Background: an optimization exercise with open tools, aiming at small area, a short achievable clock period and few clock cycles per item. Do not read the settings as production practice. RTL that was checked went through simulation tests only; none was proved equivalent to the original. No functional check of the RTL was part of runs 1 and 4. Power figures rest on the tool's default switching activity, not on a simulated workload.

--- design/flow/run.sh ---
#!/bin/bash
# synth_recipe.tcl (not shown) runs the flow's synth.tcl, then flattens the netlist and writes it again
# the make line also repeats each setting of config.mk as NAME=value (left out here)
make -C /OpenROAD-flow-scripts/flow DESIGN_CONFIG=/design/flow/config.mk WORK_HOME=/design/flow/orfs CLKGATE_MAP_FILE= SYNTH_SCRIPT=/design/flow/synth_recipe.tcl finish
--- design/flow/config.mk ---
export PLATFORM = sky130hd
export DESIGN_NAME = window_min_mean_excess
export DESIGN_NICKNAME = window_min_mean_excess
export VERILOG_FILES = /design/flow/design.v
export SDC_FILE = /design/flow/constraint.sdc
export NUM_CORES = 4
export LEC_CHECK = 0
export ABC_CLOCK_PERIOD_IN_PS = 3000
export CAP_MARGIN = 20
export CORE_MARGIN = 2
export CORE_UTILIZATION = 40
export CTS_CLUSTER_DIAMETER = 60
export CTS_CLUSTER_SIZE = 30
export SETUP_SLACK_MARGIN = 5
export SLEW_MARGIN = 20
export TNS_END_PERCENT = 100
--- design/flow/constraint.sdc ---
create_clock -name core_clock -period 10.0 [get_ports {clk}]
set_input_delay 2.0000 -clock core_clock [delete_from_list [all_inputs] [get_ports {clk}]]
set_output_delay 2.0000 -clock core_clock [all_outputs]
set_load 0.01 [all_outputs]
--- design/flow/design.v ---
`timescale 1ns / 1ps
package wmme_pkg;
    localparam int SAMPLE_W = 32;
    localparam logic [SAMPLE_W-1:0] NO_EST_MEAN = {SAMPLE_W{1'b1}};
    typedef logic [SAMPLE_W-1:0] sample_t;
    typedef struct packed {
        logic    valid;
        sample_t sample;
    } wmme_req_t;
endpackage
`timescale 1ns / 1ps
module wmme_queue
(
    input  logic                clk,
    input  logic                rst_n,
    input  logic                in_valid,
    output logic                in_stall,
    input  wmme_pkg::sample_t   sample,
    output logic                head_valid,
    output wmme_pkg::sample_t   head,
    input  logic                pop
);
    logic              hv_reg;
    logic              bv_reg;
    wmme_pkg::sample_t h_reg;
    wmme_pkg::sample_t b_reg;
    logic              push;
    assign in_stall   = bv_reg;
    assign push       = in_valid && !bv_reg;
    assign head_valid = hv_reg;
    assign head       = h_reg;
    always_ff @(posedge clk)
    begin
        if (!hv_reg || pop)
        begin
            h_reg <= bv_reg ? b_reg : sample;
        end
        if (push && hv_reg && !pop)
        begin
            b_reg <= sample;
        end
    end
    always_ff @(posedge clk or negedge rst_n)
    begin
        if (!rst_n)
        begin
            hv_reg <= 1'b0;
            bv_reg <= 1'b0;
        end
        else
        begin
            if (!hv_reg || pop)
            begin
                hv_reg <= bv_reg || push;
                bv_reg <= 1'b0;
            end
            else if (push)
            begin
                bv_reg <= 1'b1;
            end
        end
    end
endmodule
`timescale 1ns / 1ps
module wmme_div
#(
    parameter int SUM_W = 39
)
(
    input  logic                clk,
    input  logic                rst_n,
    input  logic                in_valid,
    input  wmme_pkg::sample_t   in_min,
    input  logic [SUM_W-1:0]    in_sum,
    output logic                take,
    output logic                hold,
    output logic                out_valid,
    input  logic                out_stall,
    output wmme_pkg::sample_t   window_min,
    output wmme_pkg::sample_t   mean_excess,
    output logic                no_estimate
);
    localparam int W   = wmme_pkg::SAMPLE_W;
    localparam int T_W = SUM_W - 2;
    localparam int U_W = T_W + 6;
    localparam int Y_W = 52;
    logic              v1_reg, v2_reg, v3_reg, vo_reg;
    wmme_pkg::sample_t m1_reg, m2_reg, m3_reg, mo_reg;
    logic              z1_reg, z2_reg, z3_reg, zo_reg;
    logic [U_W-1:0]    u1_reg;
    logic [Y_W-1:0]    y2_reg;
    logic [W-1:0]      q3_reg;
    wmme_pkg::sample_t mean_reg;
    logic [U_W-1:0]    t0;
    logic [U_W-1:0]    u0;
    logic [Y_W-1:0]    y1;
    logic [Y_W-1:0]    z2;
    assign hold = vo_reg && out_stall;
    assign take = in_valid && !hold;
    assign t0 = U_W'(in_sum[SUM_W-1:2]);
    assign u0 = (t0 << 5) + (t0 << 3) + t0;
    assign y1 = (Y_W'(u1_reg) << 10) - Y_W'(u1_reg);
    assign z2 = y2_reg + (y2_reg >> 20) + (y2_reg >> 40) + Y_W'(3);
    assign out_valid   = vo_reg;
    assign window_min  = mo_reg;
    assign mean_excess = mean_reg;
    assign no_estimate = zo_reg;
    always_ff @(posedge clk)
    begin
        if (!hold)
        begin
            m1_reg   <= in_min;
            z1_reg   <= (in_min == '0);
            u1_reg   <= u0;
            m2_reg   <= m1_reg;
            z2_reg   <= z1_reg;
            y2_reg   <= y1;
            m3_reg   <= m2_reg;
            z3_reg   <= z2_reg;
            q3_reg   <= z2[Y_W-1:20];
            mo_reg   <= m3_reg;
            zo_reg   <= z3_reg;
            mean_reg <= z3_reg ? wmme_pkg::NO_EST_MEAN : q3_reg - m3_reg;
        end
    end
    always_ff @(posedge clk or negedge rst_n)
    begin
        if (!rst_n)
        begin
            v1_reg <= 1'b0;
            v2_reg <= 1'b0;
            v3_reg <= 1'b0;
            vo_reg <= 1'b0;
        end
        else if (!hold)
        begin
            v1_reg <= in_valid;
            v2_reg <= v1_reg;
            v3_reg <= v2_reg;
            vo_reg <= v3_reg;
        end
    end
endmodule
`timescale 1ns / 1ps
module wmme_engine
#(
    parameter int WINDOW = 100,
    parameter int DQ_N   = 9
)
(
    input  logic                      clk,
    input  logic                      rst_n,
    input  logic                      head_valid,
    input  wmme_pkg::sample_t         head,
    output logic                      pop,
    input  logic                      hold,
    output logic                      res_valid,
    input  logic                      res_take,
    output wmme_pkg::sample_t         res_min,
    output logic [wmme_pkg::SAMPLE_W+6:0] res_sum
);
    localparam int W     = wmme_pkg::SAMPLE_W;
    localparam int IDX_W = $clog2(WINDOW);
    localparam int SUM_W = W + IDX_W;
    localparam logic [IDX_W-1:0] LAST = IDX_W'(WINDOW - 1);
    logic [WINDOW*W-1:0] ring_reg;
    wmme_pkg::sample_t   oldest;
    logic [IDX_W-1:0]    align_reg;
    logic [IDX_W-1:0]    seq_reg;
    logic                full_reg;
    logic [DQ_N-1:0]     dv_reg;
    wmme_pkg::sample_t   dval_reg [DQ_N];
    logic [IDX_W-1:0]    dseq_reg [DQ_N];
    logic                trunc_reg;
    logic                rb_reg;
    logic [IDX_W-1:0]    rb_cnt_reg;
    logic [SUM_W-1:0]    sum_reg;
    logic                rv_reg;
    logic                aligned;
    logic                scan;
    logic                step;
    wmme_pkg::sample_t   xin;
    logic                expire;
    logic [DQ_N-1:0]     keep;
    logic [DQ_N-1:0]     kept;
    logic [DQ_N-1:0]     slot;
    logic                evicted;
    logic                room;
    logic                app;
    logic                trunc_nxt;
    logic                empty_nxt;
    logic                trigger;
    function automatic logic lt32(input logic [31:0] a, input logic [31:0] b);
        logic [31:0] l0, e0;
        logic [15:0] l1, e1;
        logic [7:0]  l2, e2;
        logic [3:0]  l3, e3;
        logic [1:0]  l4, e4;
        l0 = ~a & b;
        e0 = ~(a ^ b);
        for (int k = 0; k < 16; k++)
        begin
            l1[k] = l0[2*k+1] | (e0[2*k+1] & l0[2*k]);
            e1[k] = e0[2*k+1] & e0[2*k];
        end
        for (int k = 0; k < 8; k++)
        begin
            l2[k] = l1[2*k+1] | (e1[2*k+1] & l1[2*k]);
            e2[k] = e1[2*k+1] & e1[2*k];
        end
        for (int k = 0; k < 4; k++)
        begin
            l3[k] = l2[2*k+1] | (e2[2*k+1] & l2[2*k]);
            e3[k] = e2[2*k+1] & e2[2*k];
        end
        for (int k = 0; k < 2; k++)
        begin
            l4[k] = l3[2*k+1] | (e3[2*k+1] & l3[2*k]);
            e4[k] = e3[2*k+1] & e3[2*k];
        end
        lt32 = l4[1] | (e4[1] & l4[0]);
    endfunction
    assign oldest  = ring_reg[WINDOW*W-1 -: W];
    assign aligned = (align_reg == '0);
    assign pop     = aligned && head_valid && !rb_reg && (!rv_reg || !hold);
    assign scan    = aligned && rb_reg;
    assign step    = pop || scan;
    assign xin     = rb_reg ? oldest : head;
    assign res_valid = rv_reg;
    assign res_min   = full_reg ? dval_reg[0] : '0;
    assign res_sum   = sum_reg;
    assign expire = !rb_reg && dv_reg[0] && (dseq_reg[0] == seq_reg);
    always_comb
    begin
        for (int i = 0; i < DQ_N; i++)
        begin
            keep[i] = dv_reg[i] && lt32(dval_reg[i], xin);
        end
        for (int i = 0; i < DQ_N; i++)
        begin
            if (expire)
                kept[i] = (i + 1 < DQ_N) ? keep[(i + 1) % DQ_N] : 1'b0;
            else
                kept[i] = keep[i];
        end
        for (int i = 0; i < DQ_N; i++)
        begin
            slot[i] = !kept[i] && ((i == 0) ? 1'b1 : kept[(i + DQ_N - 1) % DQ_N]);
        end
    end
    assign evicted   = |(dv_reg & ~keep);
    assign room      = !keep[DQ_N-1] || expire;
    assign app       = trunc_reg ? evicted : room;
    assign trunc_nxt = trunc_reg ? !evicted : !room;
    assign empty_nxt = !kept[0] && !app;
    assign trigger   = pop && trunc_nxt && empty_nxt;
    always_ff @(posedge clk)
    begin
        ring_reg <= {ring_reg[(WINDOW-1)*W-1:0], (pop ? head : oldest)};
        if (step)
        begin
            for (int i = 0; i < DQ_N; i++)
            begin
                if (slot[i])
                begin
                    dval_reg[i] <= xin;
                    dseq_reg[i] <= seq_reg;
                end
                else if (expire && (i + 1 < DQ_N))
                begin
                    dval_reg[i] <= dval_reg[(i + 1) % DQ_N];
                    dseq_reg[i] <= dseq_reg[(i + 1) % DQ_N];
                end
            end
        end
    end
    always_ff @(posedge clk or negedge rst_n)
    begin
        if (!rst_n)
        begin
            align_reg  <= '0;
            seq_reg    <= '0;
            full_reg   <= 1'b0;
            dv_reg     <= '0;
            trunc_reg  <= 1'b0;
            rb_reg     <= 1'b0;
            rb_cnt_reg <= '0;
            sum_reg    <= '0;
            rv_reg     <= 1'b0;
        end
        else
        begin
            if (!aligned)
                align_reg <= align_reg - IDX_W'(1);
            else if (!step)
                align_reg <= LAST;
            if (step)
            begin
                seq_reg <= (seq_reg == LAST) ? '0 : seq_reg + IDX_W'(1);
            end
            if (pop)
            begin
                if (seq_reg == LAST)
                    full_reg <= 1'b1;
                sum_reg <= sum_reg + SUM_W'(head) - SUM_W'(full_reg ? oldest : '0);
            end
            if (step)
            begin
                if (trigger)
                begin
                    dv_reg    <= '0;
                    trunc_reg <= 1'b0;
                end
                else
                begin
                    dv_reg    <= kept | (app ? slot : '0);
                    trunc_reg <= trunc_nxt;
                end
            end
            if (trigger)
            begin
                rb_reg     <= 1'b1;
                rb_cnt_reg <= '0;
            end
            else if (scan)
            begin
                rb_cnt_reg <= rb_cnt_reg + IDX_W'(1);
                if (rb_cnt_reg == LAST)
                    rb_reg <= 1'b0;
            end
            if (pop && !trigger)
                rv_reg <= 1'b1;
            else if (scan && (rb_cnt_reg == LAST))
                rv_reg <= 1'b1;
            else if (res_take)
                rv_reg <= 1'b0;
        end
    end
endmodule
`timescale 1ns / 1ps
module window_min_mean_excess
#(
    parameter int WINDOW = 100
)
(
    input  logic    clk,
    input  logic    rst_n,
    input  logic    in_valid,
    output logic    in_stall,
    input  wmme_pkg::sample_t sample,
    output logic    out_valid,
    input  logic    out_stall,
    output wmme_pkg::sample_t window_min,
    output wmme_pkg::sample_t mean_excess,
    output logic    no_estimate
);
    localparam int SUM_W = wmme_pkg::SAMPLE_W + $clog2(WINDOW);
    logic              head_valid;
    wmme_pkg::sample_t head;
    logic              pop;
    logic              hold;
    logic              res_valid;
    logic              res_take;
    wmme_pkg::sample_t res_min;
    logic [SUM_W-1:0]  res_sum;
    wmme_queue u_queue (
        .clk        (clk),
        .rst_n      (rst_n),
        .in_valid   (in_valid),
        .in_stall   (in_stall),
        .sample     (sample),
        .head_valid (head_valid),
        .head       (head),
        .pop        (pop)
    );
    wmme_engine #(
        .WINDOW (WINDOW)
    ) u_engine (
        .clk        (clk),
        .rst_n      (rst_n),
        .head_valid (head_valid),
        .head       (head),
        .pop        (pop),
        .hold       (hold),
        .res_valid  (res_valid),
        .res_take   (res_take),
        .res_min    (res_min),
        .res_sum    (res_sum)
    );
    wmme_div #(
        .SUM_W (SUM_W)
    ) u_div (
        .clk         (clk),
        .rst_n       (rst_n),
        .in_valid    (res_valid),
        .in_min      (res_min),
        .in_sum      (res_sum),
        .take        (res_take),
        .hold        (hold),
        .out_valid   (out_valid),
        .out_stall   (out_stall),
        .window_min  (window_min),
        .mean_excess (mean_excess),
        .no_estimate (no_estimate)
    );
endmodule
==> results.cfg, run 1 <==
[synth]
yosysSeqAreaShare_pct = 77.7
synth_flop_cell = dfxtp_1
syn_inst = 7496
post_synth.cell_area_avg_um2 = 15.0
synth_edf_count = 706
synthesis.nets = 8122
synth_area_um2 = 112000
ys_ff_latch = 3985
synthArstFlopShare_pct = 1.98
synth-warning-count = 5
netlist-cell-type-count = 91

[floorplan]
core_area_um2 = 279000
rows = 194
die_y_um = 534
initial_core_util_pct = 40.2
die_w_um = 534
die_area_um2 = 285000
io-pin-count = 103

[sta]
fin_tns_setup_ns = 0
final.setup_skew_ns = 0.124
period_needed_ns = 4.73
rsz0062_at_grt = no
setup_violations = 0
max_freq_ghz = 0.212
tightest_slew_ns = 1.01
slew_headroom_pct = 32.3
final_max_slew_viol_count = 0
min_period_over_period_pct = 47.3
hold_viol_final = 0

[finish]
area_delta_synth_final_pct = 12.0
fill_cells = 24471
multi_input_area_um2 = 22600
drive_gt1_share_pct = 8.18
layout_common_cells = 3200 x dfxtp_1, 706 x edfxtp_1, 545 x inv_1
seq_area_um2 = 87200
largest_reg_flops = 3200
final_common_cell = dfxtp_1
nets = 8406

[clock_tree]
cts_buffer_depth = 4
cts.sinks = 3985
insertion_delay_ns = 0.91
path_clk_slew_ns = 0.10
h-tree-depth = 4
cts_hold_buf = 0
cts_buffers = 214
clockRootBuffer = clkbuf_16
cts_tree = built

[placed_design]
dp_hpwl_mm = 122
port_buffers = 102
gp_congestion = 0.836

[detailed_routing]
drtIter0Drc = 2659
totalWireLength_mm = 180
route.detailed.drc = 0
wire_per_inst_um = 15.5
ant_nets = 0
route.vias.total = 50745
first_pass_iters = 5
viasPerCell = 4.36

[min_path]
hp-class = flip-flop to flip-flop
hp-start = u_engine.ring_reg[2924]
worstHoldPathCells = 0
min_to = u_engine.ring_reg[2956]

[flow_run]
cap_violations = 0

[worst_setup_path]
startpoint_type = flip-flop
worstPathRequired_ns = 10.65
ff2ff_setup_slack_ns = 5.27
crit_type = flip-flop to flip-flop
reg2reg_from = u_engine.rb_reg
reg2reg_depth = 15
crit_path_frequent_cell = nand2_1
reg2reg_to = u_engine.dv_reg[1]
slowest_delay_ns = 0.72
cp_slowest_cell = a2111oi_2
cp.arrival_ns = 5.38
crit_fanout = 64
crit_chain = buf_12 > nand2_1 > o21ai_1 > buf_4 > ha_1 > nand4_1 > nor2_1 > nand2_1 > a211o_1 > o211ai_1 > o2111ai_1 > a2111oi_2 > a32oi_2 > nor3_4 > a221oi_2
endpoint_kind = flip-flop

[global_routing]
grt_pass1_vias = 51463
grt_antenna_before_repair = 23
gr-total-overflow = 0
grt_max_degree = 172
grt_pass1_wl_mm = 287
track_usage_pct = 12.6

[pwr]
ir_worst_vdd_uv = 159
p_leak_nw = 52.1
power.density_nw_per_um2 = 208
p_total_mw = 26.2

[outcome]
status = no timing/DRC/antenna violations
==> repair_timing <==
item	CTS	global route
endpoints found under the hold margin	0	0
gates cloned	1	1
pin swaps	1	2
resized for setup	8	13
setup buffers	2	10
setup endpoints to repair	290	324
==> worst max-delay path, delay by kind of cell, from the launching register on <==
kind	cells	cell delay [ns]
AOI/OAI and AO/OA	7	2.11
and+or+nand+nor	5	1.10
DFF	1	0.46
adders and majority gates	1	0.33
buffers and inverters	2	0.44
==> how the worst max path moves through the flow <==
stage,start,end,slack (ns),cells after the start
after floorplan,u_engine.rb_reg,u_engine.dseq_reg[6][0],4.81,17
after global placement,u_engine.rb_reg,u_engine.dval_reg[1][24],4.47,17
after detailed placement,u_engine.rb_reg,u_engine.dval_reg[1][25],4.46,15
after CTS,u_engine.rb_reg,u_engine.dval_reg[2][22],5.02,17
after global routing,u_engine.rb_reg,u_engine.dv_reg[1],5.00,16
final,u_engine.rb_reg,u_engine.dv_reg[1],5.27,15
==> logic make-up after synthesis <==
logic type	share of synthesized area, %
muxes	2.05
xor gates and xnor gates	1.43
adders and majority gates	7.09
AOI/OAI and AO/OA	5.58
DFF	77.7
buffers and inverters	2.29
and+or+nand+nor	3.81
==> report_power, final <==
part / internal [mW] / switching, mW / total (mW) / leakage [nW]
Sequential: 16.3 / 0.00000000000240 / 16.3 / 34.0
Clock: 4.50 / 5.41 / 9.91 / 3.55
Combinational: 0.0125 / 0.0129 / 0.0254 / 14.6
==> through the flow <==
| stage | hold slack, ns | utilization [%] | area (um2) | worst slack (ns) | std cells |
|---|---|---|---|---|---|
| global placement | 0.310 | 42.3 | 118000 | 4.47 | 11271 |
| global route | 0.226 | 45.0 | 126000 | 5.00 | 11638 |
| detailed placement | 0.312 | 42.3 | 118000 | 4.46 | 11273 |
| CTS | 0.234 | 45.0 | 125000 | 5.02 | 11624 |
| finish | 0.247 | 45.0 | 126000 | 5.27 | 11641 |
| floorplan | 0.310 | - | 112000 | 4.81 | 7496 |
==> per-layer routing <==
| metal | track usage (%) | routed length, um | up-vias |
|---|---|---|---|
| met5 | 0 | 0 | - |
| met4 | 4.87 | 6960 | 0 |
| met3 | 1.83 | 5620 | 346 |
| met2 | 20.3 | 80800 | 666 |
| met1 | 17.1 | 86600 | 23967 |
| li1 | - | - | 25766 |
==> area by class of cell <==
class	instances	share of cell area [%]
sequential	3985	69.4
multi-input combinational	2857	18.0
clock buffer	240	4.43
tap	3724	3.71
inverter	547	1.63
clock inverter	108	1.46
timing repair buffer	175	1.35
antenna	5	0.00996
==> cell usage after synthesis (79+ instances only) <==
master	count	share of area (%)
a21o_1	197	1.3
a21oi_1	329	1.5
dfrtp_1	79	1.8
dfxtp_1	3200	57
edfxtp_1	706	19
ha_1	513	5.7
inv_1	545	1.8
mux2_2	146	1.5
nand2_1	262	0.88
nor2_1	210	0.70
o21ai_0	230	1.0
xnor2_1	113	0.88
==> inputs of run 2 (changes only) <==
--- a/design/flow/design.v
+++ b/design/flow/design.v
@@ -18,6 +18,7 @@
     input  wmme_pkg::sample_t   sample,
     output logic                head_valid,
     output wmme_pkg::sample_t   head,
+    output wmme_pkg::sample_t   head_next,
     input  logic                pop
 );
     logic              hv_reg;
@@ -29,11 +30,12 @@
     assign push       = in_valid && !bv_reg;
     assign head_valid = hv_reg;
     assign head       = h_reg;
+    assign head_next  = (!hv_reg || pop) ? (bv_reg ? b_reg : sample) : h_reg;
     always_ff @(posedge clk)
     begin
         if (!hv_reg || pop)
         begin
-            h_reg <= bv_reg ? b_reg : sample;
+            h_reg <= head_next;
         end
         if (push && hv_reg && !pop)
         begin
@@ -152,6 +154,7 @@
     input  logic                      rst_n,
     input  logic                      head_valid,
     input  wmme_pkg::sample_t         head,
+    input  wmme_pkg::sample_t         head_next,
     output logic                      pop,
     input  logic                      hold,
     output logic                      res_valid,
@@ -176,6 +179,8 @@
     logic [IDX_W-1:0]    rb_cnt_reg;
     logic [SUM_W-1:0]    sum_reg;
     logic                rv_reg;
+    wmme_pkg::sample_t   xin_reg;
+    logic                rb_nxt;
     logic                aligned;
     logic                scan;
     logic                step;
@@ -225,7 +230,8 @@
     assign pop     = aligned && head_valid && !rb_reg && (!rv_reg || !hold);
     assign scan    = aligned && rb_reg;
     assign step    = pop || scan;
-    assign xin     = rb_reg ? oldest : head;
+    assign xin     = xin_reg;
+    assign rb_nxt  = trigger || (rb_reg && !(scan && (rb_cnt_reg == LAST)));
     assign res_valid = rv_reg;
     assign res_min   = full_reg ? dval_reg[0] : '0;
     assign res_sum   = sum_reg;
@@ -257,6 +263,7 @@
     always_ff @(posedge clk)
     begin
         ring_reg <= {ring_reg[(WINDOW-1)*W-1:0], (pop ? head : oldest)};
+        xin_reg  <= rb_nxt ? ring_reg[(WINDOW-1)*W-1 -: W] : head_next;
         if (step)
         begin
             for (int i = 0; i < DQ_N; i++)
@@ -317,17 +324,11 @@
                     trunc_reg <= trunc_nxt;
                 end
             end
+            rb_reg <= rb_nxt;
             if (trigger)
-            begin
-                rb_reg     <= 1'b1;
                 rb_cnt_reg <= '0;
-            end
             else if (scan)
-            begin
                 rb_cnt_reg <= rb_cnt_reg + IDX_W'(1);
-                if (rb_cnt_reg == LAST)
-                    rb_reg <= 1'b0;
-            end
             if (pop && !trigger)
                 rv_reg <= 1'b1;
             else if (scan && (rb_cnt_reg == LAST))
@@ -357,6 +358,7 @@
     localparam int SUM_W = wmme_pkg::SAMPLE_W + $clog2(WINDOW);
     logic              head_valid;
     wmme_pkg::sample_t head;
+    wmme_pkg::sample_t head_next;
     logic              pop;
     logic              hold;
     logic              res_valid;
@@ -371,6 +373,7 @@
         .sample     (sample),
         .head_valid (head_valid),
         .head       (head),
+        .head_next  (head_next),
         .pop        (pop)
     );
     wmme_engine #(
@@ -380,6 +383,7 @@
         .rst_n      (rst_n),
         .head_valid (head_valid),
         .head       (head),
+        .head_next  (head_next),
         .pop        (pop),
         .hold       (hold),
         .res_valid  (res_valid),
==> run 2 against run 1 <==
Still clean on timing, DRC and antenna. Sequential cell count grew 32. Clock power shrank 0.5%. Register-to-register slack is essentially flat. Worst setup slack lost 0.0032 ns. Clock skew shrank 0.042 ns. Wire length grew 9.5%. Synthesized cell count grew 1.0%. Fmax is essentially flat. Sequential power is essentially flat. Critical path type unchanged.
==> results.cfg, run 2 <==
[outcome]
status = no timing/DRC/antenna violations

[clock_tree]
insertion_delay_ns = 0.91
cts_tree = built
h-tree-depth = 4
clockRootBuffer = clkbuf_16
cts_hold_buf = 0
cts_buffers = 219
cts.sinks = 4017
cts_buffer_depth = 4
path_clk_slew_ns = 0.10

[sta]
fin_tns_setup_ns = 0
period_needed_ns = 4.73
min_period_over_period_pct = 47.3
hold_viol_final = 0
tightest_slew_ns = 1.17
slew_headroom_pct = 21.5
final.setup_skew_ns = 0.0815
finalWorstSetupSlack_ns = 5.27
max_freq_ghz = 0.211
final_max_slew_viol_count = 0
rsz0062_at_grt = no
setup_violations = 0

[worst_setup_path]
reg2reg_to = u_engine.xin_reg[25]
ff2ff_setup_slack_ns = 5.27
critPathBufInv = 2
worstPathRequired_ns = 10.69
cp.arrival_ns = 5.42
crit_fanout = 33
endpoint_kind = flip-flop
crit_chain = buf_4 > ha_1 > a21o_1 > a21o_1 > a21oi_1 > o21ai_1 > a2111oi_2 > nand4_1 > and2_1 > a31oi_4 > nand2_2 > o21ai_4 > buf_4 > mux2_1
cpLargestDelayFamily = compound AO/OA/AOI/OAI gates
reg2reg_from = u_engine.xin_reg[29]
crit_type = flip-flop to flip-flop
startpoint_type = flip-flop
slowest_delay_ns = 0.59
reg2reg_depth = 14
cp_slowest_cell = a2111oi_2

[placed_design]
dp_hpwl_mm = 134
port_buffers = 102
place_ws_ns = 4.71
gp_congestion = 0.853

[detailed_routing]
viasPerCell = 4.46
wire_per_inst_um = 16.8
route.vias.total = 52406
first_pass_iters = 5
drtIter0Drc = 3179
totalWireLength_mm = 197
route.detailed.drc = 0
ant_nets = 0

[synth]
synth_area_um2 = 113000
netlist-cell-type-count = 97
synthSimpleGateAreaFrac_pct = 4.06
synth_compound_area_share_pct = 5.27
yosysTopAreaCell = dfxtp_1
synthesis.nets = 8200
yosys.area_share.xor_xnor_pct = 1.31
synth_mux_area_share_pct = 2.57
syn_inst = 7574
yosysSeqAreaShare_pct = 77.6
synth_top_family_by_area = adder cells
synth_top_area_share_pct = 57.1
synthArstFlopShare_pct = 1.97
ys_ff_latch = 4017
synth-warning-count = 5
synth-adder-area-share_pct = 7.03
synth_flop_cell = dfxtp_1
synth_common_cells = 3232 x dfxtp_1, 706 x edfxtp_1, 541 x inv_1
synth_edf_count = 706
yosys-top-cells-area = dfxtp_1 57%, edfxtp_1 19%, ha_1 5.7%
synth.most_common_cell = dfxtp_1
post_synth.cell_area_avg_um2 = 15.0

[pwr]
ir_worst_vdd_uv = 151
p_leak_nw = 51.9
power.density_nw_per_um2 = 207

[global_routing]
gr-total-overflow = 0
track_usage_pct = 13.6
grt_pass1_wl_mm = 306
grt_antenna_before_repair = 32
grt_pass1_vias = 53003
grt_max_degree = 87

[floorplan]
die_area_um2 = 288000
core_area_um2 = 282000
die_y_um = 536
initial_core_util_pct = 40.2
io-pin-count = 103
rows = 195
die_w_um = 536

[min_path]
hp-start = u_engine.ring_reg[1639]
min_to = u_engine.ring_reg[1671]
hp-class = flip-flop to flip-flop
worstHoldPathCells = 0

[finish]
largest_reg_flops = 3200
multi_input_area_um2 = 23100
drive_gt1_share_pct = 8.58
layout_common_cells = 3232 x dfxtp_1, 706 x edfxtp_1, 541 x inv_1
area_delta_synth_final_pct = 11.9
nets = 8497
seq_area_um2 = 87900
fill_cells = 24882
final_common_cell = dfxtp_1

[flow_run]
cap_violations = 0
run 2: cell count changes after synthesis, sizes merged, moves of 10 or more:
cell / previous run / this run
nor2: 212 / 178
a2111oi: 6 / 16
nor3: 35 / 46
o21ai: 272 / 312
xor2: 70 / 59
mux2i: 6 / 38
mux2: 185 / 225
nand2: 263 / 353
nand2b: 55 / 26
dfxtp: 3200 / 3232
a21oi: 330 / 217
a21o: 197 / 149
run 2: power breakdown:
part | switching [mW] | internal [mW]
Combinational | 0.0133 | 0.0129
Sequential | 0.000000000000688 | 16.4
Clock | 5.42 | 4.45
run 2: logic make-up (layout without fill, tap and decap cells):
family	Yosys count	after routing
other	0	8
XOR/XNOR	170	170
AO/OA/AOI/OAI	941	941
multiplexers	263	263
flip-flops	4017	4017
adder cells (fa/ha/maj)	590	590
AND/OR/NAND/NOR	944	947
buffers and inverters	649	1069
run 2: layout make-up:
cell class | count | area share [%]
Clock inverter | 113 | 1.30
Tap cell | 3743 | 3.69
Antenna cell | 8 | 0.0158
Inverter | 542 | 1.60
Multi-Input combinational cell | 2911 | 18.2
Timing Repair Buffer | 180 | 1.39
Sequential cell | 4017 | 69.3
Clock buffer | 234 | 4.44
run 2: what timing repair did:
item / CTS / global route
pin swaps: 1 / 3
endpoints found under the setup margin: 80 / 135
resized for setup: 4 / 5
buffers inserted: 0 / 9
cloned: 2 / 1
endpoints found under the hold margin: 0 / 0
run 2: worst max path at each step:
stage | start | end | slack [ns] | cells past startpoint
after floorplan | out_stall | u_engine.dseq_reg[1][0] | 4.80 | 6
after global placement | out_stall | u_engine.dval_reg[8][6] | 4.49 | 7
after detailed placement | out_stall | u_engine.dval_reg[8][6] | 4.71 | 8
after CTS | u_engine.xin_reg[31] | u_engine.dval_reg[5][7] | 5.03 | 12
after global routing | u_engine.full_reg | u_engine.sum_reg[38] | 5.00 | 18
final | u_engine.xin_reg[29] | u_engine.xin_reg[25] | 5.27 | 14
run 2: routing by layer:
metal / routed length (um) / vias to the layer above / track usage, %
met3: 8700 / 381 / 2.36
met2: 87000 / 818 / 21.5
met1: 94600 / 25078 / 18.8
met5: 70 / - / 0
li1: - / 26117 / -
met4: 6770 / 12 / 4.77
run 2: metrics by stage:
stage / instances / cell area [um2] / util, % / power [mW] / hold WS [ns]
after floorplan: 7574 / 113000 / - / 16.8 / 0.310
after global placement: 11374 / 119000 / 42.2 / 16.8 / 0.310
after detailed placement: 11381 / 119000 / 42.3 / 16.8 / 0.312
after CTS: 11730 / 127000 / 44.9 / 26.6 / 0.276
after global routing: 11742 / 127000 / 44.9 / 27.2 / 0.281
final: 11748 / 127000 / 45.0 / 26.3 / 0.280
Testbench counts of run 2, summed over its fixed seeds: cycles 3,248, items 3,200.
==> inputs of run 3 (changes only) <==
==> design/flow/flow/run.sh (new file) <==
#!/bin/bash
# The standard layout, with timing repair aiming past the 10 ns constraint
set -euo pipefail
bash standard.sh SETUP_SLACK_MARGIN=6.5 finish > standard_flow.log 2>&1
==> design/flow/standard.sh (new file) <==
#!/bin/bash
# synth_recipe.tcl (not shown) runs the flow's synth.tcl, then flattens the netlist and writes it again
# the make line also repeats each setting of config.mk as NAME=value (left out here)
make -C /OpenROAD-flow-scripts/flow DESIGN_CONFIG=/design/flow/config.mk WORK_HOME=/design/flow/orfs CLKGATE_MAP_FILE= SYNTH_SCRIPT=/design/flow/synth_recipe.tcl "${@:-finish}"
removed: design/flow/run.sh
==> run 3 against run 2 <==
Still clean on timing, DRC and antenna. Total power down 0.79%. Synthesized cell count unchanged. Clock power down 2.0%. Clock skew down 0.0036 ns. Fmax up 16%. Worst setup slack better by 0.65 ns. Critical path depth up 3. Area after synthesis unchanged. First-iteration DRC count up 7.7%. Critical endpoint is now u_engine.sum_reg[37]. Highest routed layer unchanged.
==> results.cfg, run 3 <==
[placed_design]
port_buffers = 102
placed_cells = 11367
gp_congestion = 0.876
dpl_cell_area_um2 = 119000
dp_hpwl_mm = 127

[detailed_routing]
totalWireLength_mm = 214
viasPerCell = 4.52
first_pass_iters = 5
drtIter0Drc = 3425
route.detailed.drc = 0
wire_per_inst_um = 17.6
ant_nets = 0
route.vias.total = 54943

[synth]
synthesis.nets = 8200
synth-adder-area-share_pct = 7.03
synth_area_um2 = 113000
netlist-cell-type-count = 97
synth.most_common_cell = dfxtp_1
synthArstFlopShare_pct = 1.97
ys_ff_latch = 4017
synthSimpleGateAreaFrac_pct = 4.06
yosys-top-cells-area = dfxtp_1 57%, edfxtp_1 19%, ha_1 5.7%
yosys.area_share.xor_xnor_pct = 1.31
synth_edf_count = 706
post_synth.cell_area_avg_um2 = 15.0
synth_common_cells = 3232 x dfxtp_1, 706 x edfxtp_1, 541 x inv_1
synth_top_area_share_pct = 57.1
yosysSeqAreaShare_pct = 77.6
yosysTopAreaCell = dfxtp_1
synth-warning-count = 5
synth_flop_cell = dfxtp_1
syn_inst = 7574
synth_top_family_by_area = adder cells
synth_compound_area_share_pct = 5.27
synth_mux_area_share_pct = 2.57

[worst_setup_path]
startpoint_type = flip-flop
reg2reg_to = u_engine.sum_reg[37]
worstPathRequired_ns = 10.76
endpoint_kind = flip-flop
cp.arrival_ns = 4.84
crit_path_frequent_cell = a2111oi_4
slowest_delay_ns = 0.55
reg2reg_depth = 17
reg2reg_from = u_engine.full_reg
crit_chain = buf_12 > and2_4 > fa_1 > inv_1 > ha_1 > a21o_1 > a21oi_4 > o21ai_4 > a311oi_4 > buf_6 > a2111oi_4 > or4b_4 > a2111oi_4 > o31a_1 > o21bai_1 > mux2i_1 > nand3_1
ff2ff_setup_slack_ns = 5.92
crit_fanout = 8
cp_slowest_cell = or4b_4
crit_type = flip-flop to flip-flop

[sta]
min_period_over_period_pct = 40.8
tightest_slew_ns = 1.04
setup_violations = 0
final.setup_skew_ns = 0.0779
final_max_slew_viol_count = 0
period_needed_ns = 4.08
slew_headroom_pct = 30.3
hold_viol_final = 0
fin_tns_setup_ns = 0
rsz0062_at_grt = yes
max_freq_ghz = 0.245

[finish]
nets = 8902
fill_cells = 24003
area_delta_synth_final_pct = 19.4
multi_input_area_um2 = 26600
fin_cells = 12146
largest_reg_flops = 3200
stdcell_area_um2 = 135000
drive_gt1_share_pct = 19.2
final_common_cell = dfxtp_1
layout_common_cells = 3217 x dfxtp_1, 706 x edfxtp_1, 531 x inv_1
seq_area_um2 = 88000

[floorplan]
die_y_um = 536
die_area_um2 = 288000
io-pin-count = 103
core_area_um2 = 282000
initial_core_util_pct = 40.2
die_w_um = 536
rows = 195

[clock_tree]
h-tree-depth = 4
cts_buffers = 209
insertion_delay_ns = 0.91
cts_hold_buf = 0
path_clk_slew_ns = 0.10
cts_buffer_depth = 4
cts.sinks = 4017
clockRootBuffer = clkbuf_16
cts_tree = built

[min_path]
worstHoldPathCells = 0
min_to = u_engine.ring_reg[2331]
hp-class = flip-flop to flip-flop
hp-start = u_engine.ring_reg[2299]

[global_routing]
gr-total-overflow = 0
grt_antenna_before_repair = 28
grt_max_degree = 99
grt_pass1_wl_mm = 317
track_usage_pct = 14.0
grt_pass1_vias = 54670

[pwr]
power.density_nw_per_um2 = 193
ir_worst_vdd_uv = 165
p_leak_nw = 55.7
p_total_mw = 26.1

[flow_run]
cap_violations = 0

[outcome]
status = no timing/DRC/antenna violations
[run 3: cell counts after synthesis]
No cell type changed its count.
[run 3: area by class of cell]
type	count	share of cell area (%)
antenna	10	0.0185
sequential	4017	65.0
tap	3743	3.46
clock inverter	106	1.23
inverter	542	1.51
clock buffer	222	3.93
multi-input combinational	2921	19.7
timing repair buffer	585	5.21
[run 3: how the worst max path moves through the flow]
| stage | endpoint | slack (ns) | startpoint | cells past startpoint |
|---|---|---|---|---|
| after CTS | u_engine.sum_reg[37] | 5.91 | u_engine.full_reg | 17 |
| final | u_engine.sum_reg[37] | 5.92 | u_engine.full_reg | 17 |
| after global placement | u_engine.dseq_reg[7][4] | 5.06 | u_engine.seq_reg[0] | 9 |
| after detailed placement | u_engine.dseq_reg[7][2] | 4.98 | u_engine.seq_reg[0] | 9 |
| after floorplan | u_engine.sum_reg[37] | 6.06 | u_engine.full_reg | 18 |
| after global routing | u_engine.sum_reg[37] | 5.74 | u_engine.full_reg | 16 |
[run 3: metrics by stage]
stage | util [%] | hold WS (ns) | setup WS (ns)
floorplan | - | 0.310 | 6.06
global placement | 42.3 | 0.310 | 5.06
detailed placement | 42.3 | 0.312 | 4.98
CTS | 46.6 | 0.292 | 5.91
global route | 48.0 | 0.304 | 5.74
finish | 48.0 | 0.294 | 5.92
[run 3: cell families after synthesis]
logic type,Yosys count
flip-flops,4017
AND/OR/NAND/NOR,944
AO/OA/AOI/OAI,941
buffers and inverters,649
adder cells (fa/ha/maj),590
multiplexers,263
XOR/XNOR,170
[run 3: layer usage]
layer	share of wire, %	vias to the layer above	track usage, %
li1	-	26966	-
met1	45	26562	18.8
met2	46	949	22.9
met3	3.7	464	1.91
met4	4.9	2	5.75
met5	0.0042	-	0
[run 3: critical path: cells and delay by family, from the launching register on]
kind                     cells  cell delay, ns
AO/OA/AOI/OAI                8            1.42
adder cells (fa/ha/maj)      2            0.79
AND/OR/NAND/NOR              3            0.77
flip-flops                   1            0.46
buffers and inverters        3            0.38
multiplexers                 1            0.14
[run 3: what timing repair did]
action                                  CTS  global route
setup endpoints to repair              1135           871
endpoints found under the hold margin     0             0
pin swaps                               166           191
gates resized for setup                 798           514
setup buffers                           240           108
cloned                                   42            51
[run 3: where the power goes]
part / switching, mW / internal (mW)
Sequential: 0.000000000000698 / 16.4
Combinational: 0.0134 / 0.0128
Clock: 5.43 / 4.23
==> inputs of run 4 (changes only) <==
--- a/design/flow/design.v
+++ b/design/flow/design.v
@@ -180,7 +180,11 @@
     logic [SUM_W-1:0]    sum_reg;
     logic                rv_reg;
     wmme_pkg::sample_t   xin_reg;
+    logic                rbx_reg;
+    logic                rb_sel;
     logic                rb_nxt;
+    logic [W:0]          dsum_reg;
+    logic                full_nxt;
     logic                aligned;
     logic                scan;
     logic                step;
@@ -228,10 +232,12 @@
     assign oldest  = ring_reg[WINDOW*W-1 -: W];
     assign aligned = (align_reg == '0);
     assign pop     = aligned && head_valid && !rb_reg && (!rv_reg || !hold);
-    assign scan    = aligned && rb_reg;
+    assign scan    = aligned && rb_reg && rbx_reg;
     assign step    = pop || scan;
     assign xin     = xin_reg;
-    assign rb_nxt  = trigger || (rb_reg && !(scan && (rb_cnt_reg == LAST)));
+    assign rb_sel  = rb_reg && !(scan && (rb_cnt_reg == LAST));
+    assign rb_nxt  = trigger || rb_sel;
+    assign full_nxt = full_reg || (pop && (seq_reg == LAST));
     assign res_valid = rv_reg;
     assign res_min   = full_reg ? dval_reg[0] : '0;
     assign res_sum   = sum_reg;
@@ -263,7 +269,8 @@
     always_ff @(posedge clk)
     begin
         ring_reg <= {ring_reg[(WINDOW-1)*W-1:0], (pop ? head : oldest)};
-        xin_reg  <= rb_nxt ? ring_reg[(WINDOW-1)*W-1 -: W] : head_next;
+        xin_reg  <= rb_sel ? ring_reg[(WINDOW-1)*W-1 -: W] : head_next;
+        dsum_reg <= (W+1)'(head_next) - (W+1)'(full_nxt ? ring_reg[(WINDOW-1)*W-1 -: W] : '0);
         if (step)
         begin
             for (int i = 0; i < DQ_N; i++)
@@ -291,6 +298,7 @@
             dv_reg     <= '0;
             trunc_reg  <= 1'b0;
             rb_reg     <= 1'b0;
+            rbx_reg    <= 1'b0;
             rb_cnt_reg <= '0;
             sum_reg    <= '0;
             rv_reg     <= 1'b0;
@@ -309,7 +317,7 @@
             begin
                 if (seq_reg == LAST)
                     full_reg <= 1'b1;
-                sum_reg <= sum_reg + SUM_W'(head) - SUM_W'(full_reg ? oldest : '0);
+                sum_reg <= sum_reg + SUM_W'($signed(dsum_reg));
             end
             if (step)
             begin
@@ -324,7 +332,8 @@
                     trunc_reg <= trunc_nxt;
                 end
             end
-            rb_reg <= rb_nxt;
+            rb_reg  <= rb_nxt;
+            rbx_reg <= rb_sel;
             if (trigger)
                 rb_cnt_reg <= '0;
             else if (scan)
==> run 4 against run 3 <==
Wire length fell by 2.7%. Design area barely moved. Register-to-register slack got worse by 0.29 ns. Hold slack barely moved. Non-clock buffer count fell by 141. Sequential cell count rose by 34. Worst setup slack got worse by 0.39 ns. First-iteration DRC count fell by 17%. Clock-buffer cell count rose by 32. Clock skew fell by 0.021 ns. Via count rose by 0.68%. Final cell count barely moved. Critical path type is now input port to flip-flop.
==> results.cfg, run 4 <==
[worst_setup_path]
reg2reg_to = u_engine.dsum_reg[30]
crit_chain = buf_8 > nand3_2 > nand4b_1 > buf_6 > inv_4 > a21o_4 > buf_12 > nand2_1 > ha_4 > nor2b_1 > o21ai_1 > a21oi_2 > o211a_1 > o211ai_1 > o211ai_1 > buf_4 > a311oi_4 > o21ai_2 > a21o_1 > xor2_1
reg2reg_from = u_engine.align_reg[3]
crit_fanout = 6
crit_type = input port to flip-flop
cp_slowest_cell = o211ai_1
worstPathRequired_ns = 10.78
ff2ff_setup_slack_ns = 5.63
cp.arrival_ns = 5.26
crit_path_frequent_cell = o211ai_1
reg2reg_depth = 21
startpoint_type = input port
cpLargestDelayFamily = compound AO/OA/AOI/OAI gates
slowest_delay_ns = 0.36
endpoint_kind = flip-flop
critPathBufInv = 5

[sta]
period_needed_ns = 4.48
rsz0062_at_grt = yes
final_max_slew_viol_count = 0
tightest_slew_ns = 1.09
hold_viol_final = 0
slew_headroom_pct = 27.0
setup_violations = 0
final.setup_skew_ns = 0.0570
max_freq_ghz = 0.223
finalWorstSetupSlack_ns = 5.52
hold_ws_ns = 0.294
min_period_over_period_pct = 44.8
fin_tns_setup_ns = 0

[detailed_routing]
wire_per_inst_um = 17.1
first_pass_iters = 6
viasPerCell = 4.55
route.detailed.drc = 0
route.vias.total = 55319
totalWireLength_mm = 208
ant_nets = 0
drtIter0Drc = 2844

[clock_tree]
path_clk_slew_ns = 0.09
cts_buffers = 233
cts.sinks = 4051
h-tree-depth = 4
cts_buffer_depth = 4
clockRootBuffer = clkbuf_16
cts_hold_buf = 0
cts_tree = built
insertion_delay_ns = 0.92

[min_path]
min_to = u_engine.ring_reg[1650]
hp-class = flip-flop to flip-flop
worstHoldPathCells = 0
hp-start = u_engine.ring_reg[1618]

[finish]
drive_gt1_share_pct = 17.6
layout_common_cells = 3259 x dfxtp_1, 706 x edfxtp_1, 507 x ha_1
stdcell_area_um2 = 135000
nets = 8848
area_delta_synth_final_pct = 18.1
largest_reg_flops = 3200
final_common_cell = dfxtp_1

[pwr]
ir_worst_vdd_uv = 164
p_leak_nw = 55.4
power.density_nw_per_um2 = 201

[floorplan]
die_w_um = 539
core_area_um2 = 285000
die_y_um = 539
io-pin-count = 103
initial_core_util_pct = 40.2
die_area_um2 = 291000
rows = 196

[synth]
yosysSeqAreaShare_pct = 77.3
synth_edf_count = 706
ys_ff_latch = 4051
synth_common_cells = 3265 x dfxtp_1, 706 x edfxtp_1, 545 x ha_1
synth.most_common_cell = dfxtp_1
synth_top_area_share_pct = 57.0
post_synth.cell_area_avg_um2 = 15.0
netlist-cell-type-count = 96
synthArstFlopShare_pct = 1.97
synth_flop_cell = dfxtp_1
yosys-top-cells-area = dfxtp_1 57%, edfxtp_1 19%, ha_1 6.0%
syn_inst = 7616
yosysTopAreaCell = dfxtp_1
synth-warning-count = 5
synthesis.nets = 8244
synth_area_um2 = 115000

[outcome]
status = no timing/DRC/antenna violations

[placed_design]
gp_congestion = 0.859
dp_hpwl_mm = 123
dpl_cell_area_um2 = 121000
place_ws_ns = 3.18
port_buffers = 102

[flow_run]
cap_violations = 0

[global_routing]
grt_max_degree = 185
grt_antenna_before_repair = 16
grt_pass1_vias = 56149
gr-total-overflow = 0
track_usage_pct = 13.9
grt_pass1_wl_mm = 320
==> run 4: cell families after synthesis <==
family | share of synthesized area (%)
multiplexers | 3.45
AND/OR/NAND/NOR | 4.08
XOR/XNOR | 1.58
flip-flops | 77.3
adder cells (fa/ha/maj) | 6.77
AO/OA/AOI/OAI | 5.02
buffers and inverters | 1.80
==> run 4: repair_timing <==
action,CTS,global route
gates cloned,55,25
pin swaps,111,119
setup buffers,156,82
resized for setup,657,286
endpoints found under the setup margin,1094,731
==> run 4: stage by stage <==
step / total power [mW] / std cells / util (%)
finish: 27.3 / 12151 / 47.5
global route: 28.2 / 12151 / 47.5
CTS: 27.6 / 12035 / 46.6
detailed placement: 16.9 / 11429 / 42.4
global placement: 16.9 / 11426 / 42.3
floorplan: 16.9 / 7616 / -
==> run 4: power by group <==
part	switching, mW	internal [mW]	total [mW]
Clock	5.74	4.97	10.7
Combinational	0.0127	0.0130	0.0257
Sequential	0.000000000000000414	16.5	16.5
==> run 4: worst register-to-register path: stages (launching register included) <==
cell,delay [ns]
dfrtp_1,0.42
or3_4,0.41
nor4b_4,0.28
nand4b_1,0.16
buf_6,0.22
inv_4,0.07
a21o_4,0.12
buf_12,0.14
and2_4,0.17
ha_4,0.13
fa_2,0.20
nor2b_1,0.05
o21ai_1,0.19
a21oi_2,0.10
o211a_1,0.24
o211ai_1,0.36
o211ai_1,0.16
buf_4,0.17
a311oi_4,0.25
o21ai_2,0.08
a21o_1,0.20
xor2_1,0.14
==> run 4: how the worst max path moves through the flow <==
| stage | start | to | cells past startpoint | slack (ns) |
|---|---|---|---|---|
| global placement | out_stall | u_engine.dsum_reg[30] | 18 | 3.16 |
| global route | out_stall | u_engine.dsum_reg[30] | 21 | 5.33 |
| detailed placement | out_stall | u_engine.dsum_reg[30] | 18 | 3.18 |
| finish | out_stall | u_engine.dsum_reg[30] | 20 | 5.52 |
| floorplan | out_stall | u_engine.dsum_reg[30] | 18 | 5.09 |
| CTS | out_stall | u_engine.dsum_reg[31] | 18 | 5.51 |
==> run 4: layer usage <==
layer	vias up	wire [um]	global-route usage, %
met4	0	10300	6.03
met3	523	8550	2.30
li1	27226	-	-
met1	26511	90800	17.4
met2	1059	98800	23.5
met5	-	0	0
==> run 4: final cells by class <==
type	instances	area, um2
fill	24235	150000
sequential	4051	88600
multi-input combinational	3057	26800
clock buffer	254	6010
timing repair buffer	444	5290
tap	3762	4710
clock inverter	141	2200
inverter	433	1630
antenna	9	22.5
==> inputs of run 5 (changes only) <==
--- a/design/flow/design.v
+++ b/design/flow/design.v
@@ -102,7 +102,7 @@
     assign t0 = U_W'(in_sum[SUM_W-1:2]);
     assign u0 = (t0 << 5) + (t0 << 3) + t0;
     assign y1 = (Y_W'(u1_reg) << 10) - Y_W'(u1_reg);
-    assign z2 = y2_reg + (y2_reg >> 20) + (y2_reg >> 40) + Y_W'(3);
+    assign z2 = y2_reg + (y2_reg >> 20) + Y_W'(16384);
     assign out_valid   = vo_reg;
     assign window_min  = mo_reg;
     assign mean_excess = mean_reg;
@@ -181,10 +181,9 @@
     logic                rv_reg;
     wmme_pkg::sample_t   xin_reg;
     logic                rbx_reg;
+    wmme_pkg::sample_t   gone_reg;
     logic                rb_sel;
     logic                rb_nxt;
-    logic [W:0]          dsum_reg;
-    logic                full_nxt;
     logic                aligned;
     logic                scan;
     logic                step;
@@ -237,7 +236,6 @@
     assign xin     = xin_reg;
     assign rb_sel  = rb_reg && !(scan && (rb_cnt_reg == LAST));
     assign rb_nxt  = trigger || rb_sel;
-    assign full_nxt = full_reg || (pop && (seq_reg == LAST));
     assign res_valid = rv_reg;
     assign res_min   = full_reg ? dval_reg[0] : '0;
     assign res_sum   = sum_reg;
@@ -270,7 +268,7 @@
     begin
         ring_reg <= {ring_reg[(WINDOW-1)*W-1:0], (pop ? head : oldest)};
         xin_reg  <= rb_sel ? ring_reg[(WINDOW-1)*W-1 -: W] : head_next;
-        dsum_reg <= (W+1)'(head_next) - (W+1)'(full_nxt ? ring_reg[(WINDOW-1)*W-1 -: W] : '0);
+        gone_reg <= (full_reg || (pop && (seq_reg == LAST))) ? ring_reg[(WINDOW-1)*W-1 -: W] : '0;
         if (step)
         begin
             for (int i = 0; i < DQ_N; i++)
@@ -317,7 +315,7 @@
             begin
                 if (seq_reg == LAST)
                     full_reg <= 1'b1;
-                sum_reg <= sum_reg + SUM_W'($signed(dsum_reg));
+                sum_reg <= sum_reg + SUM_W'(head) - SUM_W'(gone_reg);
             end
             if (step)
             begin
==> run 5 against run 4 <==
Non-clock buffer count increased by 152. Clock power decreased by 8%. Largest power group unchanged. Still clean. Sequential share of layout area decreased by 0.32 points.
==> results.cfg, run 5 <==
[finish]
fin_cells = 12173
area_delta_synth_final_pct = 19.9
stdcell_area_um2 = 136000
drive_gt1_share_pct = 19.6
largest_reg_flops = 3200
final_common_cell = dfxtp_1
final_util_pct = 48.2
layout_common_cells = 3244 x dfxtp_1, 706 x edfxtp_1, 519 x inv_1
nets = 8882

[pwr]
p_sw_share_pct = 20.8
seqPwrFrac_pct = 62.5
combPwrFrac_pct = 0.1
p_total_mw = 26.4
ir_worst_vdd_uv = 152
netSwitchingPower_mw = 5.48
intPower_mw = 20.9
clkPwrFrac_pct = 37.4
p_leak_nw = 55.6
power.density_nw_per_um2 = 194

[floorplan]
initial_core_util_pct = 40.2
core_area_um2 = 282000
die_y_um = 537
io-pin-count = 103
die_w_um = 537
die_area_um2 = 288000
rows = 195

[clock_tree]
cts_tree = built
cts_hold_buf = 0
path_clk_slew_ns = 0.10
cts_buffer_depth = 4
h-tree-depth = 4
clockRootBuffer = clkbuf_16
insertion_delay_ns = 0.92
cts_buffers = 212
cts.sinks = 4050

[synth]
synth_flop_cell = dfxtp_1
synth-adder-area-share_pct = 6.57
synthSimpleGateAreaFrac_pct = 4.25
yosys-top-cells-area = dfxtp_1 58%, edfxtp_1 19%, ha_1 5.4%
syn_inst = 7572
synth_mux_area_share_pct = 2.85
yosysSeqAreaShare_pct = 78.0
synth_edf_count = 706
synthesis.nets = 8164
synth-warning-count = 5
synth_top_family_by_area = adder cells
yosys.area_share.xor_xnor_pct = 1.41
synth.most_common_cell = dfxtp_1
synthArstFlopShare_pct = 1.98
ys_ff_latch = 4050
synth_compound_area_share_pct = 4.75
synth_common_cells = 3264 x dfxtp_1, 706 x edfxtp_1, 530 x inv_1
synth_top_area_share_pct = 57.6
synth_area_um2 = 113000
netlist-cell-type-count = 80
post_synth.cell_area_avg_um2 = 15.0
yosysTopAreaCell = dfxtp_1

[outcome]
status = no timing/DRC/antenna violations

[flow_run]
cap_violations = 0

[detailed_routing]
totalWireLength_mm = 235
route.detailed.drc = 0
wire_per_inst_um = 19.3
dr.max_layer_used = met4
dr_wl_met3_mm = 12.8
viasPerCell = 4.62
route.vias.total = 56181
route.met2.wl_mm = 105
first_pass_iters = 5
met1Wirelength_mm = 104
ant_nets = 0
drtIter0Drc = 3820

[worst_setup_path]
endpoint_kind = flip-flop
ff2ff_setup_slack_ns = 5.90
crit_fanout = 3
cp.arrival_ns = 4.74
startpoint_type = flip-flop
worstPathRequired_ns = 10.64
crit_type = flip-flop to flip-flop

[placed_design]
port_buffers = 102
placed_cells = 11366
gp_congestion = 0.876
dp_hpwl_mm = 137
dpl_cell_area_um2 = 119000

[sta]
fin_tns_setup_ns = 0
rsz0062_at_grt = yes
min_period_over_period_pct = 41.0
final.setup_skew_ns = 0.0698
slew_headroom_pct = 25.9
max_freq_ghz = 0.244
tightest_slew_ns = 1.11
period_needed_ns = 4.10
final_max_slew_viol_count = 0
setup_violations = 0
hold_viol_final = 0

[global_routing]
grt_max_degree = 129
gr-total-overflow = 0
grt_pass1_wl_mm = 347
track_usage_pct = 15.8
grt_pass1_vias = 55835
grt_antenna_before_repair = 7

[min_path]
hp-class = flip-flop to flip-flop
-- run 5: final timing paths --
check                                   startpoint                       to  cells past startpoint
setup / recovery               u_engine.sum_reg[4]         u_div.u1_reg[42]                     14
hold / removal             u_engine.ring_reg[1253]  u_engine.ring_reg[1285]                      0
min in group asynchronous                    rst_n     u_engine.sum_reg[19]                      1
hold reg to reg            u_engine.ring_reg[1253]  u_engine.ring_reg[1285]                      0
max in group asynchronous                    rst_n      u_engine.sum_reg[7]                      2
setup reg to reg               u_engine.sum_reg[4]         u_div.u1_reg[42]                     14
-- run 5: power by group through the flow --
stage          sequential (mW)  combinational, mW  clock [mW]
2_1_floorplan             16.9           0.000554           0
4_1_cts                   16.5             0.0261        10.2
3_5_place_dp              16.9             0.0261           0
5_1_grt                   16.5             0.0280        10.8
6_report                  16.5             0.0254        9.88
3_3_place_gp              16.9             0.0259           0
-- run 5: worst max-delay path, stage by stage, from the launching register on --
cell	delay, ns
dfrtp_2	0.44
fa_2	0.62
buf_6	0.18
fa_2	0.36
a21o_1	0.19
a21oi_4	0.18
o21ai_4	0.08
a211o_1	0.35
nand4_1	0.23
a21boi_2	0.10
o21bai_2	0.19
a21oi_2	0.09
or3_4	0.41
a41o_1	0.22
o21a_1	0.19
-- run 5: what timing repair did --
item                                     CTS  global route
gates cloned                              62            24
hold endpoints to repair                   0             0
setup buffers                            275            92
endpoints found under the setup margin  1106           723
pin swaps                                158           153
resized for setup                        933           367
-- run 5: cell families (layout without fill, tap and decap cells) --
logic type,after synthesis,in the layout
xor gates and xnor gates,182,182
AOI/OAI and AO/OA,871,879
DFF,4050,4050
adders and majority gates,556,556
other,0,5
and+or+nand+nor,987,991
muxes,291,291
buffers and inverters,635,1476
-- run 5: per-layer routing --
metal / global-route usage, % / vias to the layer above
li1: - / 26908
met1: 21.3 / 27364
met2: 24.9 / 1387
met3: 2.36 / 522
met4: 7.60 / 0
met5: 0 / -
-- run 5: stage by stage --
stage	hold WS, ns	worst slack [ns]
finish	0.296	5.90
global route	0.292	5.79
CTS	0.295	5.97
detailed placement	0.312	4.64
global placement	0.310	4.68
floorplan	0.310	6.02
-- run 5: layout make-up --
| type | instances | area, um2 |
|---|---|---|
| clock inverters | 116 | 1690 |
| repair buffers | 596 | 7520 |
| diodes | 5 | 12.5 |
| inverters | 531 | 2000 |
| clock buffers | 233 | 5510 |
| flip-flops and latches | 4050 | 88600 |
| well taps | 3743 | 4680 |
| fillers | 23655 | 146000 |
| multi-input cells | 2899 | 26000 |
Testbench counts of run 5, summed over its fixed seeds: cycles 3,248, items 3,200.
==> inputs of run 6 (changes only) <==
==> design/flow/flow/run.sh (replaced) <==
#!/bin/bash
# The standard layout, with timing repair aiming past the 10 ns constraint
set -euo pipefail
bash standard.sh SETUP_SLACK_MARGIN=6 finish > standard_flow.log 2>&1
==> run 6 against run 5 <==
Critical path type unchanged. Final cell count is 3.3% lower. Area after synthesis unchanged. Fmax is 4.0% higher.
==> results.cfg, run 6 <==
[outcome]
status = no timing/DRC/antenna violations

[detailed_routing]
route.detailed.drc = 0
wire_per_inst_um = 16.6
route.vias.total = 52227
totalWireLength_mm = 196
viasPerCell = 4.44
dr_wl_met3_mm = 8.19
dr.max_layer_used = met4
route.met2.wl_mm = 90.1
first_pass_iters = 5
drtIter0Drc = 3128
met1Wirelength_mm = 91.4
ant_nets = 0

[clock_tree]
cts.sinks = 4050
cts_hold_buf = 0
cts_buffer_depth = 4
clockRootBuffer = clkbuf_16
insertion_delay_ns = 0.93
path_clk_slew_ns = 0.10
h-tree-depth = 4
cts_tree = built
cts_buffers = 212

[floorplan]
die_area_um2 = 288000
io-pin-count = 103
rows = 195
die_y_um = 537
initial_core_util_pct = 40.2
core_area_um2 = 282000
die_w_um = 537

[worst_setup_path]
crit_chain = fa_2 > fa_2 > a21o_1 > a21oi_4 > o21ai_4 > a211o_4 > nand4_1 > a21boi_2 > o21bai_2 > a21oi_2 > or3_4 > a41o_1 > o21a_1
cpLargestDelayFamily = compound AO/OA/AOI/OAI gates
critPathBufInv = 0
cp.arrival_ns = 4.61
crit_fanout = 3
slowest_delay_ns = 0.58
worstPathRequired_ns = 10.66
startpoint_type = flip-flop
endpoint_kind = flip-flop
cp_slowest_cell = fa_2
crit_type = flip-flop to flip-flop
crit_path_frequent_cell = fa_2

[synth]
synth.most_common_cell = dfxtp_1
synthSimpleGateAreaFrac_pct = 4.25
synth_common_cells = 3264 x dfxtp_1, 706 x edfxtp_1, 530 x inv_1
synth_area_um2 = 113000
ys_ff_latch = 4050
syn_inst = 7572
yosysTopAreaCell = dfxtp_1
synthArstFlopShare_pct = 1.98
post_synth.cell_area_avg_um2 = 15.0
synth_top_family_by_area = adder cells
synth_flop_cell = dfxtp_1
yosys-top-cells-area = dfxtp_1 58%, edfxtp_1 19%, ha_1 5.4%
yosysSeqAreaShare_pct = 78.0
netlist-cell-type-count = 80
synth_edf_count = 706
synth-warning-count = 5
synth_top_area_share_pct = 57.6
yosys.area_share.xor_xnor_pct = 1.41
synth_mux_area_share_pct = 2.85
synth_compound_area_share_pct = 4.75
synth-adder-area-share_pct = 6.57
synthesis.nets = 8164

[global_routing]
grt_pass1_vias = 53159
gr-total-overflow = 0
grt_max_degree = 98
grt_pass1_wl_mm = 306
track_usage_pct = 13.5
grt_antenna_before_repair = 16

[finish]
largest_reg_flops = 3200
nets = 8478
area_delta_synth_final_pct = 12.7
drive_gt1_share_pct = 11.0
layout_common_cells = 3246 x dfxtp_1, 706 x edfxtp_1, 529 x inv_1
fill_cells = 24452
final_common_cell = dfxtp_1

[sta]
period_needed_ns = 3.94
max_freq_ghz = 0.254
tightest_slew_ns = 1.01
hold_viol_final = 0
fin_tns_setup_ns = 0
rsz0062_at_grt = yes
slew_headroom_pct = 32.8
min_period_over_period_pct = 39.4
final_max_slew_viol_count = 0
final.setup_skew_ns = 0.0666
setup_violations = 0

[pwr]
power.density_nw_per_um2 = 207
ir_worst_vdd_uv = 164
p_leak_nw = 51.9
p_total_mw = 26.5

[placed_design]
dp_hpwl_mm = 131
port_buffers = 102
gp_congestion = 0.863

[flow_run]
cap_violations = 0

[min_path]
hp-class = flip-flop to flip-flop
-- run 6: cell counts after synthesis --
No cell type changed its count.
-- run 6: report_power, final --
part | switching, mW | internal, mW | leakage, nW
combinational | 0.0131 | 0.0127 | 13.9
clock | 5.53 | 4.42 | 3.55
sequential | 0.000000000000684 | 16.5 | 34.4
-- run 6: timing repair --
action                     CTS  global route
setup endpoints to repair  678           429
cloned                       3             2
pin swaps                   19            33
gates resized for setup    151            78
setup buffers               30            22
-- run 6: logic make-up after synthesis --
logic type               count (synthesis)
multiplexers                           291
flip-flops                            4050
AND/OR/NAND/NOR                        987
adder cells (fa/ha/maj)                556
AO/OA/AOI/OAI                          871
buffers and inverters                  635
XOR/XNOR                               182
-- run 6: layout make-up --
cell class | count | area (um2) | area share (%)
clock buffers | 235 | 5540 | 4.33
diodes | 4 | 10.0 | 0.00783
inverters | 531 | 2000 | 1.56
multi-input cells | 2892 | 23200 | 18.2
clock inverters | 119 | 1830 | 1.43
well taps | 3743 | 4680 | 3.66
repair buffers | 199 | 1950 | 1.53
flip-flops and latches | 4050 | 88600 | 69.3
-- run 6: routing by layer --
layer	GRT usage, %	up-vias
met3	2.12	359
li1	-	26048
met2	22.3	850
met5	0	-
met1	18.3	24970
met4	4.28	0
-- run 6: metrics by stage --
step	cell area (um2)	setup slack, ns	util [%]	hold slack, ns	std cells
floorplan	114000	5.62	-	0.310	7572
global placement	119000	4.84	42.2	0.310	11357
detailed placement	119000	4.88	42.2	0.312	11358
CTS	127000	5.99	45.1	0.261	11745
global route	128000	5.93	45.3	0.264	11770
finish	128000	6.06	45.3	0.279	11773
-- run 6: worst paths after layout --
path                                          from                      end  slack, ns  cells after the start
max in group asynchronous                    rst_n      u_engine.sum_reg[4]       7.61                      2
min                        u_engine.ring_reg[2836]  u_engine.ring_reg[2868]       0.28                      0
max                            u_engine.sum_reg[2]         u_div.u1_reg[42]       6.06                     13
min reg2reg                u_engine.ring_reg[2836]  u_engine.ring_reg[2868]       0.28                      0
min in group asynchronous                    rst_n   u_engine.rb_cnt_reg[1]       1.04                      1
max reg2reg                    u_engine.sum_reg[2]         u_div.u1_reg[42]       6.06                     13
==> inputs of run 7 (changes only) <==
--- a/design/flow/config.mk
+++ b/design/flow/config.mk
@@ -8,7 +8,7 @@
 export ABC_CLOCK_PERIOD_IN_PS = 3000
 export CAP_MARGIN = 20
 export CORE_MARGIN = 2
-export CORE_UTILIZATION = 40
+export CORE_UTILIZATION = 50
 export CTS_CLUSTER_DIAMETER = 60
 export CTS_CLUSTER_SIZE = 30
 export SETUP_SLACK_MARGIN = 5
==> run 7 against run 6 <==
Clock power fell by 6.1%. Design area fell by 1.2%. Clock skew fell by 0.0098 ns. Final cell count fell by 6.6%. Core utilization rose by 11 points. Clock-buffer cell count fell by 6. Sequential power barely moved. Sequential cell count did not move. Largest power group unchanged.
==> results.cfg, run 7 <==
[pwr]
intPower_mw = 20.6
p_leak_nw = 51.6
power.density_nw_per_um2 = 205
combPwrFrac_pct = 0.1
clkPwrFrac_pct = 36.1
seqPwrFrac_pct = 63.8
netSwitchingPower_mw = 5.26
p_sw_share_pct = 20.3
ir_worst_vdd_uv = 159

[global_routing]
grt_antenna_before_repair = 19
track_usage_pct = 15.9
gr-total-overflow = 0
grt_pass1_vias = 52205
grt_max_degree = 202
grt_pass1_wl_mm = 291

[clock_tree]
cts_buffers = 197
cts_hold_buf = 0
path_clk_slew_ns = 0.10
clockRootBuffer = clkbuf_16
insertion_delay_ns = 0.88
cts.sinks = 4050
cts_buffer_depth = 3
cts_tree = built
h-tree-depth = 4

[sta]
slew_headroom_pct = 30.6
fin_tns_setup_ns = 0
period_needed_ns = 3.91
finalWorstSetupSlack_ns = 6.09
tightest_slew_ns = 1.04
setup_violations = 0
rsz0062_at_grt = yes
hold_viol_final = 0
final.setup_skew_ns = 0.0568
max_freq_ghz = 0.256
final_max_slew_viol_count = 0
min_period_over_period_pct = 39.1

[floorplan]
die_y_um = 480
rows = 174
initial_core_util_pct = 50.4
die_area_um2 = 231000
io-pin-count = 103
core_area_um2 = 225000
die_w_um = 480

[synth]
synth_edf_count = 706
synth_top_area_share_pct = 57.6
synthesis.nets = 8164
synth_flop_cell = dfxtp_1
yosysTopAreaCell = dfxtp_1
netlist-cell-type-count = 80
synth_area_um2 = 113000
ys_ff_latch = 4050
syn_inst = 7572
yosys-top-cells-area = dfxtp_1 58%, edfxtp_1 19%, ha_1 5.4%
post_synth.cell_area_avg_um2 = 15.0
yosysSeqAreaShare_pct = 78.0
synth.most_common_cell = dfxtp_1
synth-warning-count = 5
synthArstFlopShare_pct = 1.98
synth_common_cells = 3264 x dfxtp_1, 706 x edfxtp_1, 530 x inv_1

[finish]
final_common_cell = dfxtp_1
largest_reg_flops = 3200
nets = 8468
area_delta_synth_final_pct = 11.4
drive_gt1_share_pct = 10.2
stdcell_area_um2 = 126000
layout_common_cells = 3255 x dfxtp_1, 706 x edfxtp_1, 530 x inv_1

[placed_design]
gp_congestion = 0.874
dp_hpwl_mm = 120
dpl_cell_area_um2 = 118000
place_ws_ns = 4.66
port_buffers = 102

[outcome]
status = no timing/DRC/antenna violations

[worst_setup_path]
worstPathRequired_ns = 10.59
crit_fanout = 4
crit_type = flip-flop to flip-flop
endpoint_kind = flip-flop
cp.arrival_ns = 4.49
startpoint_type = flip-flop

[detailed_routing]
route.vias.total = 51637
route.detailed.drc = 0
first_pass_iters = 7
totalWireLength_mm = 184
ant_nets = 0
viasPerCell = 4.69
drtIter0Drc = 2567
wire_per_inst_um = 16.8

[min_path]
hp-class = flip-flop to flip-flop

[flow_run]
cap_violations = 0
[run 7: changes by cell type in the layout (fill, tap and decap cells not counted), sizes merged]
cell / delta
clkinv: +1
nand2b: -2
buf: +3
clkinvlp: -2
clkbuf: -1
nor2: -2
clkdlybuf4s50: +16
dlygate4sd2: -15
inv: -19
[run 7: stage by stage]
stage | cells | total power [mW] | hold slack [ns] | utilization, %
after floorplan | 7572 | 16.9 | 0.310 | -
after global placement | 10616 | 16.9 | 0.310 | 52.6
after detailed placement | 10616 | 16.9 | 0.312 | 52.6
after CTS | 10963 | 26.2 | 0.307 | 55.8
after global routing | 10998 | 26.8 | 0.317 | 56.1
final | 11001 | 25.9 | 0.313 | 56.1
[run 7: repair_timing]
| action | 4_1_cts | 5_1_grt |
|---|---|---|
| gates cloned | 1 | 7 |
| buffers inserted | 18 | 27 |
| setup endpoints to repair | 664 | 500 |
| pin swaps | 9 | 31 |
| endpoints found under the hold margin | 0 | 0 |
| resized for setup | 92 | 88 |
[run 7: worst paths after layout]
| kind | startpoint | to | slack (ns) | depth (start not counted) |
|---|---|---|---|---|
| worst max-delay path | u_engine.sum_reg[6] | u_div.u1_reg[30] | 6.09 | 14 |
| worst min-delay path | u_engine.ring_reg[3112] | u_engine.ring_reg[3144] | 0.31 | 0 |
| worst max register to register | u_engine.sum_reg[6] | u_div.u1_reg[30] | 6.09 | 14 |
| worst min register to register | u_engine.ring_reg[3112] | u_engine.ring_reg[3144] | 0.31 | 0 |
| max in group asynchronous | rst_n | u_engine.seq_reg[3] | 7.70 | 2 |
| min in group asynchronous | rst_n | u_engine.sum_reg[13] | 1.02 | 1 |
[run 7: power groups by stage]
stage	registers (mW)	logic (mW)	clock network, mW
2_1_floorplan	16.9	0.000593	0
3_3_place_gp	16.9	0.0280	0
3_5_place_dp	16.9	0.0288	0
4_1_cts	16.5	0.0289	9.67
5_1_grt	16.5	0.0298	10.3
6_report	16.5	0.0275	9.34
[run 7: per-layer routing]
metal | vias to the layer above | wire (um) | part of all wire [%] | track usage, %
met5 | - | 40 | 0.022 | 0
met2 | 656 | 83900 | 45 | 25.7
met3 | 320 | 6050 | 3.3 | 2.40
li1 | 26007 | - | - | -
met1 | 24648 | 88300 | 48 | 21.9
met4 | 6 | 6130 | 3.3 | 5.36
[run 7: cells by family (layout without fill, tap and decap cells)]
logic type	count (synthesis)	count (layout)	share of synthesized area (%)
flip-flops	4050	4050	78.0
other	0	4	0
multiplexers	291	291	2.85
buffers and inverters	635	1067	2.12
XOR/XNOR	182	182	1.41
adder cells (fa/ha/maj)	556	556	6.57
AND/OR/NAND/NOR	987	988	4.25
AO/OA/AOI/OAI	871	871	4.75
[run 7: cell type report]
class                      instances  area (um2)
multi-input combinational       2888       23000
timing repair buffer             208        2210
clock buffer                     229        5200
sequential                      4050       88600
inverter                         531        1990
antenna                            4        10.0
clock inverter                    99        1540
tap                             2992        3740
fill                           17906       98800
[run 7: critical path, stage by stage, from the launching register on]
cell	delay, ns
dfrtp_2	0.50
buf_6	0.15
fa_1	0.55
ha_4	0.23
o21a_1	0.19
o21a_1	0.20
and3_1	0.19
a211o_1	0.28
buf_4	0.14
a31oi_1	0.21
o21ai_0	0.22
o41ai_2	0.34
o21ai_0	0.14
a21oi_1	0.20
xnor2_1	0.09
